From an optimization exercise on the open Yosys and OpenROAD flow, aimed at small area; shortcuts taken in it are not production practice.
Function was checked by simulation only, so behaviour that the tests miss may differ from the original.
Power figures rest on the tool's default switching activity, not on a simulated workload. The clock port is modelled as an ideal driver; clocking choices that lean on that would not hold on a real chip.

Setup of try-ember:
// microcode_dualbank
module microcode_dualbank #(
  parameter int NUM_ADDRESS_LINES = 5,
  parameter int NUM_WORDS         = 32,
  parameter int NUM_STATE_BITS    = 4,
  parameter int NUM_CONTROL_BITS  = 32,
  parameter int STATE_CAPTURE_BIT = NUM_ADDRESS_LINES,
  parameter int READ_LATENCY      = 0,
  parameter int WORD_W            = NUM_CONTROL_BITS + 2*NUM_STATE_BITS
) (
  input  logic                         clk,
  input  logic                         rst,
  input  logic [NUM_ADDRESS_LINES-1:0] address,
  input  logic                         load_start,
  input  logic                         load_valid,
  input  logic [WORD_W-1:0]            load_data,
  output logic                         load_ready,
  input  logic                         swap_req,
  output logic                         loaded,
  output logic [WORD_W-1:0]            load_csum,
  output logic                         active_bank,
  output logic                         ready,
  output logic [NUM_CONTROL_BITS-1:0]  ctl_out,
  output logic [NUM_ADDRESS_LINES-1:0] jadr,
  output logic [NUM_STATE_BITS-1:0]    states
);
Size: roughly 3400 cells after synthesis, about 140 I/O pins, ~81000 um^2 of cells after synthesis.
export LEC_CHECK = 0
export CAP_MARGIN = 20
export CORE_MARGIN = 2
export CORE_UTILIZATION = 65
export PLACE_DENSITY = 0.75
export SLEW_MARGIN = 20
export SYNTH_HIERARCHICAL = 1
create_clock -name core_clock -period 7.0 [get_ports {clk}]
standard.sh (not shown) runs the stock make flow with config.mk's settings and CLKGATE_MAP_FILE= SYNTH_SCRIPT=/design/flow/synth_recipe.tcl, a recipe that flattens the netlist after the stock synthesis.
==> flow/flow/run.sh <==
#!/bin/bash
# Layout flow: the standard ORFS flow with three changes that only save cell area:
#  - clock tree synthesis without dummy loads, with sinks clustered up to 25 to a leaf buffer;
#  - every input and output port is still buffered, but with the smallest buffer cell;
#  - after global routing, non-critical cells are sized down (RECOVER_POWER).
# Synthesis is the standard one (standard.sh runs it unchanged).
set -euo pipefail
bash standard.sh \
  "CTS_ARGS=-sink_clustering_enable -repair_clock_nets -dont_use_dummy_load -sink_clustering_size 25 -sink_clustering_max_diameter 100" \
  "BUFFER_PORTS_ARGS=-buffer_cell sky130_fd_sc_hd__buf_1" \
  "RECOVER_POWER=100" \
  finish > flow_standard.log 2>&1
Layout checks on try-ember: not met. Flow itself completed; violations: capacitance limit, slew limit.
Edits applied to the flow inputs when going from try-ember to try-umber:
- a change of CAP_MARGIN from 20 to 5
- a change of SLEW_MARGIN from 20 to 5
- an added CTS_CLUSTER_DIAMETER of 100
- an added CTS_CLUSTER_SIZE of 25
==> flow/run.sh (new file) <==
#!/bin/bash
# synth_recipe.tcl (not shown) runs the flow's synth.tcl, then flattens the netlist and writes it again
# the make line also repeats each setting of config.mk as NAME=value (left out here)
make -C /OpenROAD-flow-scripts/flow DESIGN_CONFIG=/design/flow/config.mk WORK_HOME=/design/flow/orfs CLKGATE_MAP_FILE= SYNTH_SCRIPT=/design/flow/synth_recipe.tcl finish
removed: flow/flow/run.sh
removed: flow/standard.sh
Results
- In summary, try-umber completed successfully, with a layout that passed the timing, DRC and antenna checks.
- Sort try-ember and try-umber by relative contribution of sequential cells to total power desc -> top: try-ember
- Run comparison: try-ember slowest stage cell on the critical path sky130_fd_sc_hd__clkbuf_2; try-umber slowest stage cell on the critical path sky130_fd_sc_hd__nor2_4
- Relative to try-ember, the final cell area reported for try-umber is higher.
- try-umber vs try-ember: power up by a few percent
- Taking try-ember as the reference point, the final critical delay including setup and external delays of try-umber rises by 110 ps.
- Wire length per cell up about 3.4% in try-umber wrt try-ember
- Going from try-ember to try-umber, max-cap check violation count shrank by 18, final count of pins violating max slew shrank by 1509, clock group share of total power grew by 1.2 points.
Input changes introduced in try-garnet (baseline for comparison: try-umber):
- CTS_CLUSTER_SIZE: 25 -> 30
- SLEW_MARGIN: 5 -> 20
- CAP_MARGIN: 5 -> 20
Findings:
- [compare] base=try-umber new=try-garnet: setup slack went up; sequential fraction of the synthesis area did not really move.
- Diff try-umber and try-garnet: post-detailed-routing wire length higher in try-umber
- Relative to try-umber, met3 usage decreased by 0.32 points in try-garnet.
- From try-umber to try-garnet, total number of multi-input combinational cells did not move at all.
- In try-garnet the arrival time of the worst setup path turned out 40 ps lower than in try-umber.

========
microcode_dualbank, a different RTL version from the one above (not shown whole).
Size in the first run: ~2,500 flip-flops, about 140 I/O pins, ~83,000 um2 of cells after synthesis.
==> flow/config.mk <==
export PLATFORM = sky130hd
export DESIGN_NAME = microcode_dualbank
export DESIGN_NICKNAME = microcode_dualbank
export VERILOG_FILES = /design/flow/design.v
export SDC_FILE = /design/flow/constraint.sdc
export NUM_CORES = 4
export LEC_CHECK = 0
export CAP_MARGIN = 20
export CORE_MARGIN = 2
export CORE_UTILIZATION = 65
export CTS_CLUSTER_SIZE = 30
export PLACE_DENSITY = 0.75
export SLEW_MARGIN = 20
==> flow/constraint.sdc <==
create_clock -name core_clock -period 7.0 [get_ports {clk}]
set_input_delay 1.4000 -clock core_clock [delete_from_list [all_inputs] [get_ports {clk}]]
set_output_delay 1.4000 -clock core_clock [all_outputs]
set_load 0.01 [all_outputs]
run.sh (not shown) runs the stock make flow with config.mk's settings and CLKGATE_MAP_FILE= SYNTH_SCRIPT=/design/flow/synth_recipe.tcl, a recipe that flattens the netlist after the stock synthesis.
Stock flow here: none of the scripts above is used.
The first run went through all stages and came out clean.
==> next run, changes <==
CTS_CLUSTER_DIAMETER = 100   (was default)
What happened:
- wire length drops by 5.7%
- design area shrinks by 4.3%
- worst setup slack gains 28 ps
- power drops by 17%
- die area does not change

========
Another version of the RTL of microcode_dualbank (not shown whole).
For scale: roughly 3,400 cells after synthesis, ~2,500 flip-flops, about 140 I/O pins, ~81,000 µm² of cells after synthesis.
Design microcode_dualbank, start of the top module:
module microcode_dualbank #(
  parameter int NUM_ADDRESS_LINES = 5,
  parameter int NUM_WORDS         = 32,
  parameter int NUM_STATE_BITS    = 4,
  parameter int NUM_CONTROL_BITS  = 32,
  parameter int STATE_CAPTURE_BIT = NUM_ADDRESS_LINES,
  parameter int READ_LATENCY      = 0,
  parameter int WORD_W            = NUM_CONTROL_BITS + 2*NUM_STATE_BITS
) (
  input  logic                         clk,
  input  logic                         rst,
  input  logic [NUM_ADDRESS_LINES-1:0] address,
  input  logic                         load_start,
  input  logic                         load_valid,
  input  logic [WORD_W-1:0]            load_data,
  output logic                         load_ready,
  input  logic                         swap_req,
  output logic                         loaded,
  output logic [WORD_W-1:0]            load_csum,
  output logic                         active_bank,
  output logic                         ready,
  output logic [NUM_CONTROL_BITS-1:0]  ctl_out,
  output logic [NUM_ADDRESS_LINES-1:0] jadr,
  output logic [NUM_STATE_BITS-1:0]    states
);
  localparam int AW = NUM_ADDRESS_LINES;
  localparam int SB = NUM_STATE_BITS;
  localparam int CW = NUM_CONTROL_BITS;
  localparam int CB = STATE_CAPTURE_BIT;
  localparam int SW = CW - 1 + 7;
  logic [AW-1:0] ptr;
  logic          accept;
  logic          shift;
  logic          swap;
  assign accept = ~load_start & load_valid & load_ready;
  assign swap   = ~load_start & loaded & (~ready | swap_req);
  assign shift  = load_valid & load_ready;
  always_ff @(posedge clk) begin
    if (rst) begin
      ptr        <= '0;
      load_ready <= 1'b0;
      loaded     <= 1'b0;
    end else if (load_start) begin
      ptr        <= '0;
      load_ready <= 1'b1;
      loaded     <= 1'b0;
    end else begin
      if (accept) begin
        ptr       <= ptr + 1'b1;
        if (&ptr) begin
          load_ready <= 1'b0;
          loaded     <= 1'b1;
        end
      end
      if (swap) loaded <= 1'b0;
    end
  end
  logic [WORD_W-1:0] csum_next;
  logic              csum_clr;
  assign csum_clr = rst | load_start;
  for (genvar b = 0; b < WORD_W; b++) begin : g_csum
    mc_csum_bit u (.q(load_csum[b]), .d(load_data[b]), .acc(accept), .clr(csum_clr),
  ...
Settings: LEC_CHECK=0, CAP_MARGIN=20, CORE_MARGIN=2, CORE_UTILIZATION=74, PLACE_DENSITY=0.82, SLEW_MARGIN=20, SYNTH_HIERARCHICAL=1; clock period 7.0 ns.
standard.sh (not shown) runs the stock make flow with config.mk's settings and CLKGATE_MAP_FILE= SYNTH_SCRIPT=/design/flow/synth_recipe.tcl, a recipe that flattens the netlist after the stock synthesis.
==> flow/flow/run.sh <==
#!/bin/bash
# Layout flow: the standard ORFS flow with two changes that only save cell area:
#  - clock tree synthesis without dummy loads, with sinks clustered up to 17 to a leaf clkbuf_8;
#  - every input and output port is still buffered, but with the smallest buffer cell.
# Synthesis is the standard one (standard.sh runs it unchanged).
set -euo pipefail
bash standard.sh \
  "CTS_ARGS=-sink_clustering_enable -repair_clock_nets -dont_use_dummy_load -sink_clustering_size 17 -sink_clustering_max_diameter 80 -buf_list sky130_fd_sc_hd__clkbuf_8" \
  "BUFFER_PORTS_ARGS=-buffer_cell sky130_fd_sc_hd__buf_1" \
  finish > flow_standard.log 2>&1
Edit:
--- a/flow/flow/run.sh
+++ b/flow/flow/run.sh
@@ -3 +3 @@
-#  - clock tree synthesis without dummy loads, with sinks clustered up to 17 to a leaf clkbuf_8;
+#  - clock tree synthesis without dummy loads, with sinks clustered up to 25 to a leaf buffer;
@@ -8 +8 @@
-  "CTS_ARGS=-sink_clustering_enable -repair_clock_nets -dont_use_dummy_load -sink_clustering_size 17 -sink_clustering_max_diameter 80 -buf_list sky130_fd_sc_hd__clkbuf_8" \
+  "CTS_ARGS=-sink_clustering_enable -repair_clock_nets -dont_use_dummy_load -sink_clustering_size 25 -sink_clustering_max_diameter 100" \
--- a/flow/config.mk
+++ b/flow/config.mk
@@ -8 +8 @@
-export CAP_MARGIN = 20
+export CAP_MARGIN = 5
@@ -10,3 +10,3 @@
-export CORE_UTILIZATION = 74
-export PLACE_DENSITY = 0.82
-export SLEW_MARGIN = 20
+export CORE_UTILIZATION = 65
+export PLACE_DENSITY = 0.75
+export SLEW_MARGIN = 5
=> The new run completed without violations. Maximum frequency came out higher slightly. Total power came out higher by a few percent. Clock power came out higher by roughly a tenth. Via count came out lower by a few percent. Worst setup slack gains 0.060 ns. Final area came out higher slightly. Core utilization came out lower by 8.9 points. Critical path depth came out lower by 1. Sequential power is about the same.

========
The RTL this note starts from:
==> flow/design.v <==
module mc_aoi222 (input logic a1, a2, b1, b2, c1, c2, output logic y);
  assign y = ~((a1 & a2) | (b1 & b2) | (c1 & c2));
endmodule
module mc_nand2 (input logic a, b, output logic y);
  assign y = ~(a & b);
endmodule
module mc_nand4 (input logic a, b, c, d, output logic y);
  assign y = ~(a & b & c & d);
endmodule
module mc_or3 (input logic a, b, c, output logic y);
  assign y = a | b | c;
endmodule
module mc_nor2 (input logic a, b, output logic y);
  assign y = ~(a | b);
endmodule
module mc_xor2 (input logic a, b, output logic y);
  assign y = a ^ b;
endmodule
module mc_sel32 (input logic [31:0] d, input logic [31:0] s, output logic y);
  logic [11:0] p;
  logic [2:0]  q;
  for (genvar k = 0; k < 10; k++) begin : g
    mc_aoi222 u (.a1(d[3*k]), .a2(s[3*k]), .b1(d[3*k+1]), .b2(s[3*k+1]),
                 .c1(d[3*k+2]), .c2(s[3*k+2]), .y(p[k]));
  end
  mc_nand2 u10 (.a(d[30]), .b(s[30]), .y(p[10]));
  mc_nand2 u11 (.a(d[31]), .b(s[31]), .y(p[11]));
  mc_nand4 n0 (.a(p[0]), .b(p[1]), .c(p[2]),  .d(p[3]),  .y(q[0]));
  mc_nand4 n1 (.a(p[4]), .b(p[5]), .c(p[6]),  .d(p[7]),  .y(q[1]));
  mc_nand4 n2 (.a(p[8]), .b(p[9]), .c(p[10]), .d(p[11]), .y(q[2]));
  mc_or3   o0 (.a(q[0]), .b(q[1]), .c(q[2]), .y(y));
endmodule
module mc_csum_bit (input logic q, d, acc, clr, output logic y);
  logic n, x;
  mc_nand2 u0 (.a(d), .b(acc), .y(n));
  mc_xor2  u1 (.a(q), .b(n), .y(x));
  mc_nor2  u2 (.a(clr), .b(x), .y(y));
endmodule
module microcode_dualbank #(
  parameter int NUM_ADDRESS_LINES = 5,
  parameter int NUM_WORDS         = 32,
  parameter int NUM_STATE_BITS    = 4,
  parameter int NUM_CONTROL_BITS  = 32,
  parameter int STATE_CAPTURE_BIT = NUM_ADDRESS_LINES,
  parameter int READ_LATENCY      = 0,
  parameter int WORD_W            = NUM_CONTROL_BITS + 2*NUM_STATE_BITS
) (
  input  logic                         clk,
  input  logic                         rst,
  input  logic [NUM_ADDRESS_LINES-1:0] address,
  input  logic                         load_start,
  input  logic                         load_valid,
  input  logic [WORD_W-1:0]            load_data,
  output logic                         load_ready,
  input  logic                         swap_req,
  output logic                         loaded,
  output logic [WORD_W-1:0]            load_csum,
  output logic                         active_bank,
  output logic                         ready,
  output logic [NUM_CONTROL_BITS-1:0]  ctl_out,
  output logic [NUM_ADDRESS_LINES-1:0] jadr,
  output logic [NUM_STATE_BITS-1:0]    states
);
  localparam int AW = NUM_ADDRESS_LINES;
  localparam int SB = NUM_STATE_BITS;
  localparam int CW = NUM_CONTROL_BITS;
  localparam int CB = STATE_CAPTURE_BIT;
  localparam int SW = CW - 1 + 7;
  logic [AW-1:0] ptr;
  logic          accept;
  logic          shift;
  logic          swap;
  assign accept = ~load_start & load_valid & load_ready;
  assign swap   = ~load_start & loaded & (~ready | swap_req);
  assign shift  = load_valid & load_ready;
  always_ff @(posedge clk) begin
    if (rst) begin
      ptr        <= '0;
      load_ready <= 1'b0;
      loaded     <= 1'b0;
    end else if (load_start) begin
      ptr        <= '0;
      load_ready <= 1'b1;
      loaded     <= 1'b0;
    end else begin
      if (accept) begin
        ptr       <= ptr + 1'b1;
        if (&ptr) begin
          load_ready <= 1'b0;
          loaded     <= 1'b1;
        end
      end
      if (swap) loaded <= 1'b0;
    end
  end
  logic [WORD_W-1:0] csum_next;
  logic              csum_clr;
  assign csum_clr = rst | load_start;
  for (genvar b = 0; b < WORD_W; b++) begin : g_csum
    mc_csum_bit u (.q(load_csum[b]), .d(load_data[b]), .acc(accept), .clr(csum_clr),
                   .y(csum_next[b]));
  end
  always_ff @(posedge clk) load_csum <= csum_next;
  function automatic logic [SW-1:0] encode(input logic [WORD_W-1:0] w);
    logic [CW-1:0] c;
    logic [SB-1:0] m, v;
    logic [1:0]    x;
    logic [4:0]    g;
    c = w[WORD_W-1:2*SB];
    m = w[2*SB-1:SB];
    v = w[SB-1:0];
    x = c[CB] ? {m[3], m[3] & v[3]} : 2'b01;
    if (m[0] & v[0] & m[1] & v[1]) begin
      g = {2'b01, 1'b0, m[2], m[2] & v[2]};
    end else begin
      g[4:3] = {m[2], m[2] & v[2]};
      case ({m[0], m[1]})
        2'b00:   g[2:0] = 3'b000;
        2'b10:   g[2:0] = {2'b10, v[0]};
        2'b01:   g[2:0] = {2'b01, v[1]};
        default: g[2:0] = v[0] ? 3'b001 : {2'b11, v[1]};
      endcase
    end
    encode = {c[CW-1:CB+1], c[CB-1:0], x, g};
  endfunction
  logic [SW-1:0] shadow [NUM_WORDS];
  logic [SW-1:0] active [NUM_WORDS];
  always_ff @(posedge clk) begin
    if (shift) begin
      shadow[0] <= encode(load_data);
      for (int i = 1; i < NUM_WORDS; i++) shadow[i] <= shadow[i-1];
    end
  end
  always_ff @(posedge clk) begin
    if (swap)
      for (int k = 0; k < NUM_WORDS; k++) active[k] <= shadow[NUM_WORDS-1-k];
  end
  logic [SW-1:0] rd;
  logic          cap;
  logic [SB-1:0] state_mask;
  logic [SB-1:0] state_value;
  logic [NUM_WORDS-1:0] sel;
  always_comb for (int k = 0; k < NUM_WORDS; k++) sel[k] = (address == AW'(k));
  for (genvar b = 0; b < SW; b++) begin : g_rd
    logic [NUM_WORDS-1:0] col;
    for (genvar k = 0; k < NUM_WORDS; k++) begin : g_col
      assign col[k] = active[k][b];
    end
    mc_sel32 u_sel (.d(col), .s(sel), .y(rd[b]));
  end
  wire [1:0] x   = rd[6:5];
  wire [4:0] g   = rd[4:0];
  wire       esc = ~g[4] & g[3];
  assign cap            = x[1] | ~x[0];
  assign state_mask[3]  = x[1];
  assign state_value[3] = x[0];
  assign state_mask[2]  = esc ? g[1] : g[4];
  assign state_value[2] = esc ? g[0] : g[3];
  assign state_mask[0]  = esc | g[2] | (~g[1] & g[0]);
  assign state_value[0] = esc | (g[0] & ~(g[2] & g[1]));
  assign state_mask[1]  = esc | g[1] | (~g[2] & g[0]);
  assign state_value[1] = esc | (g[0] & (g[1] | g[2]));
  assign ctl_out = {rd[SW-1:7+CB], cap, rd[7+CB-1:7]};
  assign jadr    = ctl_out[AW-1:0];
  always_ff @(posedge clk) begin
    if (rst) begin
      active_bank <= 1'b0;
      ready       <= 1'b0;
      states      <= '0;
    end else if (swap) begin
      active_bank <= ~active_bank;
      ready       <= 1'b1;
      states      <= '0;
    end else if (ready && cap) begin
      states <= (states & ~state_mask) | (state_value & state_mask);
    end
  end
endmodule
export LEC_CHECK = 0
export CAP_MARGIN = 20
export CORE_MARGIN = 2
export CORE_UTILIZATION = 74
export PLACE_DENSITY = 0.82
export SLEW_MARGIN = 20
export SYNTH_HIERARCHICAL = 1
create_clock -name core_clock -period 7.0 [get_ports {clk}]
==> flow/flow/run.sh <==
#!/bin/bash
# Layout flow: the standard ORFS flow with two changes that only save cell area:
#  - clock tree synthesis without dummy loads, with sinks clustered up to 30 to a leaf buffer;
#  - every input and output port is still buffered, but with the smallest buffer cell.
# Synthesis is the standard one (standard.sh runs it unchanged).
set -euo pipefail
bash standard.sh \
  "CTS_ARGS=-sink_clustering_enable -repair_clock_nets -dont_use_dummy_load -sink_clustering_size 30 -sink_clustering_max_diameter 100" \
  "BUFFER_PORTS_ARGS=-buffer_cell sky130_fd_sc_hd__buf_1" \
  finish > flow_standard.log 2>&1
The baseline finished clean.
==> next run, changes <==
- CORE_UTILIZATION: 74 -> 70
- PLACE_DENSITY: 0.82 -> 0.8
Maximum frequency shrinks by 0.40%. Power fell by 0.62%. Sequential share of layout area shrinks by 0.23 points. Worst setup slack is worse by 0.025 ns. Design area is about the same.
==> next run, changes <==
--- a/flow/flow/run.sh
+++ b/flow/flow/run.sh
@@ -3 +3 @@
-#  - clock tree synthesis without dummy loads, with sinks clustered up to 30 to a leaf buffer;
+#  - clock tree synthesis without dummy loads, with sinks clustered up to 17 to a leaf clkbuf_8;
@@ -8 +8 @@
-  "CTS_ARGS=-sink_clustering_enable -repair_clock_nets -dont_use_dummy_load -sink_clustering_size 30 -sink_clustering_max_diameter 100" \
+  "CTS_ARGS=-sink_clustering_enable -repair_clock_nets -dont_use_dummy_load -sink_clustering_size 17 -sink_clustering_max_diameter 80 -buf_list sky130_fd_sc_hd__clkbuf_8" \
Result: Global-route usage decreases by 1.2 points. Wire length decreases by 5.0%. Clock skew decreases by 0.018 ns.

-- port drivers added, routing unchanged --
The results above use ideal ports. As a check the final layouts listed here were re-extracted and re-timed, cells and wires unchanged. Step 1 assumes that a clkbuf_16 drives the clock port and a buf_2 every other input. Step 2, shift: input delay + t, output delay - t, t = (earliest + latest rising clock arrival at the registers) / 2. This alone moves slack from input paths to output paths. Three values: ideal, step 1, step 2; two values: the first two.
| run | t (ns) | slack for setup (ns) | clock arrival spread, ns | worst data-port slew with drivers (ns) |
|---|---|---|---|---|
| try-ember | 0.776 | 0.478 / 0.448 / -0.235 | 0.046 / 0.046 | 0.16 |
| try-umber | 0.792 | 0.370 / 0.337 / 0.337 | 0.034 / 0.034 | 0.14 |
| try-garnet | 0.790 | 0.414 / 0.380 / 0.380 | 0.048 / 0.048 | 0.18 |
| the first run of note 2 | 0.915 | 0.316 / 0.285 / 0.285 | 0.045 / 0.045 | 0.06 |
| the second run of note 2 | 0.815 | 0.344 / 0.311 / 0.311 | 0.061 / 0.060 | 0.06 |
| the first run of note 3 | 0.901 | 0.881 / 0.798 / 0.798 | 0.095 / 0.095 | 0.09 |
| the second run of note 3 | 0.757 | 0.941 / 0.822 / 0.822 | 0.052 / 0.052 | 0.13 |
| the first run of note 4 | 0.780 | 0.823 / 0.721 / 0.721 | 0.048 / 0.048 | 0.13 |
| the second run of note 4 | 0.764 | 0.798 / 0.767 / 0.767 | 0.092 / 0.093 | 0.08 |
| the third run of note 4 | 0.933 | 0.822 / 0.790 / 0.790 | 0.071 / 0.072 | 0.10 |
For try-ember, which loses most, drivers alone change the setup slack by -0.030 ns; drivers and shift together by -0.713 ns.
